Context: an optimization exercise on an open-source flow, tuned for small area and few clock cycles. The choices shown serve that exercise and are no tape-out recipe. In this exercise RTL edits were held to simulation tests only and were not proved equivalent to the original.

run 1:
// usb_tx_top
module usb_tx_top (
  input  logic                   clock,
  input  logic                   reset,
  input  logic                   req,
  input  usb_tx_pkg::host_byte_t wdata,
  output logic                   ack,
  output logic                   pid_error,
  output usb_tx_pkg::line_t      line,
  output logic                   busy
);
  logic       wr_en;
  logic       full;
  logic       empty;
  logic       wr_slot;
  logic       rd_slot;
  logic       rd_en;
  logic [7:0] tap;
  logic       hdr_done;
  logic       pending;
  host_write_port u_host_write_port (
    .clock     (clock),
    .reset     (reset),
    .req       (req),
    .wdata     (wdata),
    .ack       (ack),
    .pid_error (pid_error),
    .wr_en     (wr_en),
    .wr_slot   (wr_slot),
    .full      (full),
    .hdr_done  (hdr_done),
    .pending   (pending)
  );
  packet_buffer u_packet_buffer (
    .clock   (clock),
    .reset   (reset),
    .wr_en   (wr_en),
    .wdata   (wdata),
    .wr_slot (wr_slot),
    .rd_en   (rd_en),
    .rd_slot (rd_slot),
    .tap     (tap),
    .full    (full),
    .empty   (empty)
  );
  line_serializer u_line_serializer (
    .clock    (clock),
    .reset    (reset),
    .hdr_done (hdr_done),
    .pending  (pending),
    .rd_slot  (rd_slot),
    .empty    (empty),
  ...
Size: roughly 510 cells after synthesis, ~320 flip-flops, roughly 17 I/O pins, roughly 8000 um^2 of cells after synthesis.
==> flow/config.mk <==
export PLATFORM = sky130hd
export DESIGN_NAME = usb_tx_top
export DESIGN_NICKNAME = usb_tx_top
export VERILOG_FILES = /design/flow/design.v
export SDC_FILE = /design/flow/constraint.sdc
export NUM_CORES = 4
export LEC_CHECK = 0
export CAP_MARGIN = 20
export CORE_MARGIN = 2
export CORE_UTILIZATION = 80
export CTS_BUF_LIST = sky130_fd_sc_hd__clkbuf_8
export CTS_CLUSTER_DIAMETER = 60
export CTS_CLUSTER_SIZE = 20
export SLEW_MARGIN = 20
==> flow/constraint.sdc <==
create_clock -name core_clock -period 10.0 [get_ports {clock}]
set_input_delay 2.0000 -clock core_clock [delete_from_list [all_inputs] [get_ports {clock}]]
set_output_delay 2.0000 -clock core_clock [all_outputs]
set_load 0.01 [all_outputs]
standard.sh (not shown) runs the stock make flow with config.mk's settings and CLKGATE_MAP_FILE= SYNTH_SCRIPT=/design/flow/synth_recipe.tcl, a recipe that flattens the netlist after the stock synthesis.
==> flow/flow/run.sh <==
#!/bin/bash
# The standard layout with two changes: synthesis maps the logic with an
# area-oriented ABC script (flow/synth.tcl, flow/area.abc), and the port
# buffers are the smallest buffer cell. Each step's output goes to its own log.
set -euo pipefail
here=$(pwd)
export BUFFER_PORTS_ARGS="-buffer_cell sky130_fd_sc_hd__buf_1"
export AREA_ABC_SCRIPT=$here/flow/area.abc
export FLOW_SYNTH_TCL=$here/synth_recipe.tcl
sed -E "s#SYNTH_SCRIPT=('[^']*'|[^ ]*)#SYNTH_SCRIPT=$here/flow/synth.tcl#" standard.sh > area_synth.sh
grep -q "SYNTH_SCRIPT=$here/flow/synth.tcl" area_synth.sh
bash area_synth.sh synth > synth_step.log 2>&1
bash standard.sh > layout_steps.log 2>&1
==> flow/flow/area.abc <==
&get -n
&st
&dch -f
&nf -R 1000
&put
strash
&get -n
&st
&dch -f
&nf -R 1000
&put
topo
dnsize -c
==> flow/flow/synth.tcl <==
# The standard flow's synthesis script, with ABC's logic mapping done by the area-oriented
# script flow/area.abc instead of ORFS's speed script. Registers are untouched.
proc abc {args} {
  set new {}
  set skip 0
  foreach a $args {
    if {$skip} { set skip 0; continue }
    if {$a eq "-script"} { set skip 1; lappend new -script $::env(AREA_ABC_SCRIPT); continue }
    lappend new $a
  }
  yosys abc {*}$new
}
source $::env(FLOW_SYNTH_TCL)
Testbench counts of run 1, summed over its fixed seeds: cycles 131,526.
Modified inputs, run 2 compared to run 1
- CORE_UTILIZATION now 70, was 80
--- outcome ---
Run 2: full flow OK, the timing, design-rule and antenna checks passed. Having completed the whole flow, run 1 delivered a layout that passed the timing, design-rule and antenna checks. Run 1 → run 2: final instance area roughly the same; maximum fanout encountered on the critical timing path lower; worst hold slack across all endpoints higher; xor/xnor share of the synthesized area roughly the same. Summary of run 2 over run 1: global-route usage over all layers -8.3 points; first-pass GRT wire length fell about 18%.

-- afterwards: timing with drivers on the ports --
In the flow no input, the clock included, has a driving cell. The finished layouts below were timed again as built, in two steps. Step 1 assumes that a clkbuf_16 drives the clock port and a buf_2 every other input. Step 2 also shifts input and output timing later by t, the mid clock arrival at the registers, as if the neighbouring blocks saw the same clock. a / b / c = ideal / step 1 / step 2; a / b = the first two.
run | t, ns | setup WS [ns] | worst hold slack (ns) | worst setup path after step 2
run 1 | 0.553 | 6.063 / 6.028 / 5.518 | 0.314 / 0.314 / 0.314 | input to register
run 2 | 0.552 | 5.908 / 5.873 / 5.412 | 0.319 / 0.319 / 0.319 | input to register
After both steps every run listed still meets setup and hold. For run 1, which loses most, drivers alone change the setup slack by -0.035 ns; drivers and shift together by -0.545 ns.
